Background: an optimization exercise with open tools, aiming at small area. Do not read the settings as production practice. Function was checked by simulation only, so behaviour that the tests miss may differ from the original.

==> delta <==
==> flow/design.v <==
package snake_pkg;
    typedef enum logic [1:0] {
        UP    = 2'd0,
        DOWN  = 2'd1,
        LEFT  = 2'd2,
        RIGHT = 2'd3
    } dir_e;
    typedef struct packed {
        logic [3:0] x;
        logic [3:0] y;
    } coord_t;
    typedef enum logic [1:0] {
        OFF = 2'b00,
        GRN = 2'b01,
        RED = 2'b10,
        YEL = 2'b11
    } color_e;
    localparam logic [3:0] INIT_HEAD_X = 4'd8;
    localparam logic [3:0] INIT_HEAD_Y = 4'd6;
    function automatic [1:0] opposite(input [1:0] d);
        opposite = d ^ 2'b01;
    endfunction
endpackage
module snake_body_fifo
#(
    parameter int SLOTS = 64
) (
    input  logic       clk,
    input  logic       i_wr,
    input  logic [1:0] i_data,
    output logic [1:0] o_data
);
    logic [2*SLOTS-1:0] r_ring;
    always_ff @(posedge clk) begin
        r_ring <= {r_ring[2*SLOTS-3:0], i_wr ? i_data : r_ring[2*SLOTS-1:2*SLOTS-2]};
    end
    assign o_data = r_ring[2*SLOTS-1:2*SLOTS-2];
endmodule
module snake_game_ctrl
#(
    parameter int MAX_LEN  = 64,
    parameter int INIT_LEN = 3
) (
    input  logic       clk,
    input  logic       reset,
    input  logic       tick,
    input  logic       dir_valid,
    input  logic [1:0] dir,
    input  logic [3:0] apple_x,
    input  logic [3:0] apple_y,
    output logic       draw_valid,
    input  logic       draw_ready,
    output logic [3:0] draw_x,
    output logic [3:0] draw_y,
    output logic [1:0] draw_color,
    output logic [3:0] head_x,
    output logic [3:0] head_y,
    output logic [8:0] length,
    output logic [7:0] score,
    output logic       apple_eaten,
    output logic       busy,
    output logic       game_over
);
    localparam logic [2:0] S_IDLE  = 3'd0;
    localparam logic [2:0] S_ALIGN = 3'd1;
    localparam logic [2:0] S_WALK  = 3'd2;
    localparam logic [2:0] S_OVER  = 3'd3;
    localparam logic [2:0] S_DHEAD = 3'd4;
    localparam logic [2:0] S_DBODY = 3'd5;
    localparam logic [2:0] S_ERASE = 3'd6;
    localparam logic [2:0] S_INIT  = 3'd7;
    logic [2:0] r_state;
    logic       r_init;       
    logic [5:0] r_c;          
    logic [3:0] r_hx, r_hy;   
    logic [3:0] r_wx, r_wy;   
    logic [6:0] r_len;
    logic [7:0] r_score;
    logic [1:0] r_pend;
    logic [1:0] r_cur;
    logic [1:0] w_move;
    logic       w_wr;
    logic [3:0] w_nx, w_ny;
    logic       w_wall;
    logic       w_eat, w_grow, w_match, w_last;
    assign w_wr = r_init || ((r_state == S_ALIGN) && (&r_c));
    snake_body_fifo u_body (
        .clk    (clk),
        .i_wr   (w_wr),
        .i_data (r_pend),
        .o_data (w_move)
    );
    always_comb begin
        w_nx = r_hx;
        w_ny = r_hy;
        w_wall = 1'b0;
        case (r_pend)
            snake_pkg::UP:    begin w_ny = r_hy - 4'd1; w_wall = (r_hy == 4'd0);  end
            snake_pkg::DOWN:  begin w_ny = r_hy + 4'd1; w_wall = (r_hy == 4'd15); end
            snake_pkg::LEFT:  begin w_nx = r_hx - 4'd1; w_wall = (r_hx == 4'd0);  end
            default:          begin w_nx = r_hx + 4'd1; w_wall = (r_hx == 4'd15); end
        endcase
    end
    assign w_eat   = (w_nx == apple_x) && (w_ny == apple_y) && !r_init;
    assign w_grow  = w_eat && !r_len[6];
    assign w_match = (r_wx == w_nx) && (r_wy == w_ny);
    assign w_last  = (r_c == r_len[5:0]);
    always_ff @(posedge clk) begin
        if (reset) begin
            r_state <= S_INIT;
            r_init  <= 1'b1;
            r_c     <= 6'd0;
            r_hx    <= snake_pkg::INIT_HEAD_X + 4'd1;
            r_hy    <= snake_pkg::INIT_HEAD_Y;
            r_wx    <= snake_pkg::INIT_HEAD_X + 4'd2;
            r_wy    <= snake_pkg::INIT_HEAD_Y;
            r_len   <= 7'(INIT_LEN);
            r_score <= 8'd0;
            r_pend  <= snake_pkg::LEFT;
            r_cur   <= snake_pkg::LEFT;
        end else begin
            r_c <= (w_wr && !r_init) ? 6'd1 : r_c + 6'd1;
            case (r_state)
                S_INIT: r_state <= S_DHEAD;
                S_IDLE: begin
                    if (dir_valid && (dir != snake_pkg::opposite(r_cur))) r_pend <= dir;
                    if (tick) r_state <= S_ALIGN;
                end
                S_ALIGN: begin
                    r_cur <= r_pend;
                    r_wx  <= r_hx;
                    r_wy  <= r_hy;
                    if (w_wall)     r_state <= S_OVER;
                    else if (w_wr)  r_state <= S_WALK;
                end
                S_WALK: begin
                    if (w_last) begin
                        r_state <= (w_match && w_grow) ? S_OVER : S_DHEAD;
                    end else if (w_match) begin
                        r_state <= S_OVER;
                    end else begin
                        case (w_move)
                            snake_pkg::UP:    r_wy <= r_wy + 4'd1;
                            snake_pkg::DOWN:  r_wy <= r_wy - 4'd1;
                            snake_pkg::LEFT:  r_wx <= r_wx + 4'd1;
                            default:          r_wx <= r_wx - 4'd1;
                        endcase
                    end
                end
                S_DHEAD: begin
                    if (draw_ready) begin
                        r_state <= S_DBODY;
                        if (w_eat && (r_score != 8'hFF)) r_score <= r_score + 8'd1;
                    end
                end
                S_DBODY: begin
                    if (draw_ready) begin
                        if (w_grow) begin
                            r_state <= S_IDLE;
                            r_hx    <= w_nx;
                            r_hy    <= w_ny;
                            r_len   <= r_len + 7'd1;
                        end else begin
                            r_state <= S_ERASE;
                        end
                    end
                end
                S_ERASE: begin
                    if (draw_ready) begin
                        r_state <= S_IDLE;
                        r_init  <= 1'b0;
                        r_hx    <= w_nx;
                        r_hy    <= w_ny;
                    end
                end
                default: ;
            endcase
        end
    end
    assign draw_valid  = r_state[2] && (r_state != S_INIT);
    assign draw_x      = (r_state == S_DHEAD) ? w_nx : (r_state == S_DBODY) ? r_hx : r_wx;
    assign draw_y      = (r_state == S_DHEAD) ? w_ny : (r_state == S_DBODY) ? r_hy : r_wy;
    assign draw_color  = (r_state == S_DHEAD) ? snake_pkg::GRN :
                         ((r_state == S_DBODY) || r_init) ? snake_pkg::YEL : snake_pkg::OFF;
    assign head_x      = r_hx;
    assign head_y      = r_hy;
    assign length      = {2'b00, r_len};
    assign score       = r_score;
    assign apple_eaten = (r_state == S_DHEAD) && draw_ready && w_eat;
    assign busy        = (r_state != S_IDLE);
    assign game_over   = (r_state == S_OVER);
endmodule
==> flow/run.sh <==
#!/bin/bash
# synth_recipe.tcl (not shown) runs the flow's synth.tcl, then flattens the netlist and writes it again
# the make line also repeats each setting of config.mk as NAME=value (left out here)
make -C /OpenROAD-flow-scripts/flow DESIGN_CONFIG=/design/flow/config.mk WORK_HOME=/design/flow/orfs CLKGATE_MAP_FILE= SYNTH_SCRIPT=/design/flow/synth_recipe.tcl finish
==> flow/config.mk <==
export PLATFORM = sky130hd
export DESIGN_NAME = snake_game_ctrl
export DESIGN_NICKNAME = snake_game_ctrl
export VERILOG_FILES = /design/flow/design.v
export SDC_FILE = /design/flow/constraint.sdc
export NUM_CORES = 4
export LEC_CHECK = 0
export CAP_MARGIN = 20
export CORE_MARGIN = 2
export CORE_UTILIZATION = 40
export SLEW_MARGIN = 20
==> flow/constraint.sdc <==
create_clock -name core_clock -period 12.0 [get_ports {clk}]
set_input_delay 2.4000 -clock core_clock [delete_from_list [all_inputs] [get_ports {clk}]]
set_output_delay 2.4000 -clock core_clock [all_outputs]
set_load 0.01 [all_outputs]
==> onyx (differences from delta) <==
--- a/flow/design.v
+++ b/flow/design.v
@@ -76,3 +76,2 @@
     logic [3:0] r_wx, r_wy;   
-    logic [6:0] r_len;
     logic [7:0] r_score;
@@ -85,2 +84,4 @@
     logic       w_eat, w_grow, w_match, w_last;
+    logic       w_full;
+    logic [5:0] w_len6;
     assign w_wr = r_init || ((r_state == S_ALIGN) && (&r_c));
@@ -104,5 +105,7 @@
     assign w_eat   = (w_nx == apple_x) && (w_ny == apple_y) && !r_init;
-    assign w_grow  = w_eat && !r_len[6];
+    assign w_full  = (r_score >= 8'(MAX_LEN - INIT_LEN));
+    assign w_len6  = w_full ? 6'd0 : (r_score[5:0] + 6'(INIT_LEN));
+    assign w_grow  = w_eat && !w_full;
     assign w_match = (r_wx == w_nx) && (r_wy == w_ny);
-    assign w_last  = (r_c == r_len[5:0]);
+    assign w_last  = (r_c == w_len6);
     always_ff @(posedge clk) begin
@@ -116,3 +119,2 @@
             r_wy    <= snake_pkg::INIT_HEAD_Y;
-            r_len   <= 7'(INIT_LEN);
             r_score <= 8'd0;
@@ -152,3 +154,2 @@
                         r_state <= S_DBODY;
-                        if (w_eat && (r_score != 8'hFF)) r_score <= r_score + 8'd1;
                     end
@@ -161,3 +162,3 @@
                             r_hy    <= w_ny;
-                            r_len   <= r_len + 7'd1;
+                            r_score <= r_score + 8'd1;
                         end else begin
@@ -173,2 +174,3 @@
                         r_hy    <= w_ny;
+                        if (w_eat && (r_score != 8'hFF)) r_score <= r_score + 8'd1;
                     end
@@ -186,3 +188,3 @@
     assign head_y      = r_hy;
-    assign length      = {2'b00, r_len};
+    assign length      = {2'b00, w_full, w_len6};
     assign score       = r_score;
==> flow/flow/run.sh (new file) <==
#!/bin/bash
# Own layout flow: the standard ORFS flow with three changes that only affect cell area.
#  1. Synthesis is ORFS's synth.tcl (through synth_recipe.tcl, so registers, names, flattening
#     and renaming are those of the standard synthesis) but ABC maps the combinational logic
#     with the area-oriented script flow/area.abc instead of the speed script.
#  2. Port buffers use sky130_fd_sc_hd__buf_1 instead of the default delay buffer.
#  3. CTS uses clkbuf_8 for root and sinks and no dummy loads.
# Every tool's output goes to a log file in the work folder (and ORFS's own logs under orfs/).
set -euo pipefail
W=$(pwd)
F=$W/flow

sed "s#^\s*log_cmd abc {\*}\$abc_args#  log_cmd abc {*}[lreplace \$abc_args 1 1 $F/area.abc]#" \
    "$FLOW_HOME/scripts/synth.tcl" > "$W/synth_area.tcl"
grep -q "$F/area.abc" "$W/synth_area.tcl"
{
    head -n 1 "$W/synth_recipe.tcl"
    echo "source $W/synth_area.tcl"
    tail -n +3 "$W/synth_recipe.tcl"
} > "$W/own_synth.tcl"
grep -q "^source .*synth.tcl" <(sed -n 2p "$W/synth_recipe.tcl")

sed "s#SYNTH_SCRIPT=[^ ]*#SYNTH_SCRIPT=$W/own_synth.tcl#" "$W/standard.sh" > "$W/own_standard.sh"
grep -q "SYNTH_SCRIPT=$W/own_synth.tcl" "$W/own_standard.sh"

export BUFFER_PORTS_ARGS="-buffer_cell sky130_fd_sc_hd__buf_1"
export CTS_ARGS="-sink_clustering_enable -repair_clock_nets -dont_use_dummy_load -buf_list sky130_fd_sc_hd__clkbuf_8 -root_buf sky130_fd_sc_hd__clkbuf_8"

bash "$W/own_standard.sh" finish > "$W/own_flow.log" 2>&1
==> flow/flow/area.abc (new file) <==
strash
dch
amap
topo
dnsize -c
==> flow/standard.sh (new file) <==
#!/bin/bash
# synth_recipe.tcl (not shown) runs the flow's synth.tcl, then flattens the netlist and writes it again
# the make line also repeats each setting of config.mk as NAME=value (left out here)
make -C /OpenROAD-flow-scripts/flow DESIGN_CONFIG=/design/flow/config.mk WORK_HOME=/design/flow/orfs CLKGATE_MAP_FILE= SYNTH_SCRIPT=/design/flow/synth_recipe.tcl "${@:-finish}"
removed: flow/run.sh
==> results.json <==
{
  "swShare": 0.320,
  "max_slew.worst_pin.slew_ps": 915,
  "outcome": "no timing/DRC/antenna violations",
  "nonClockInverterCount": 67,
  "synth-seq-cells": 166,
  "cpPeakStageDelay_ps": 370,
  "combinational_family_with_the_most_area_after_synthesis": "compound AO/OA/AOI/OAI gates",
  "met3WireLength_um": 682,
  "post_synth_and_or_nand_nor_area_fraction": 0.0900,
  "dpl-instance-area_mm2": 0.00558
}
(the above is from onyx)
==> results.json <==
{
  "cpPeakStageDelay_ps": 690,
  "outcome": "no timing/DRC/antenna violations",
  "met3WireLength_um": 469,
  "synth-seq-cells": 173,
  "combinational_family_with_the_most_area_after_synthesis": "simple AND/OR/NAND/NOR gates"
}
(the above is from delta)

static timing again, ports no longer ideal:
The flow's constraints put no driver on any port. The routed layouts listed below were extracted and timed again, unchanged, in two steps.
Step 1 sets driving cells, clkbuf_16 on the clock port and buf_2 on the other inputs (assumed; they add their load-dependent delay and slew).
Step 2, shift: input delay + t, output delay - t, t = (earliest + latest rising clock arrival at the registers) / 2. This alone moves slack from input paths to output paths.
Slacks: ideal / step 1 / step 2; pairs: ideal / step 1.
run | t, ns | setup slack, ns | worst register clock-pin slew, ns
delta | 0.458 | 4.355 / 4.332 / 4.332 | 0.07 / 0.07
onyx | 0.445 | 5.362 / 5.334 / 5.334 | 0.08 / 0.08
After both steps setup and hold are still met in every run listed. For onyx, which loses most, drivers alone change the setup slack by -0.028 ns; drivers and shift together by -0.028 ns.
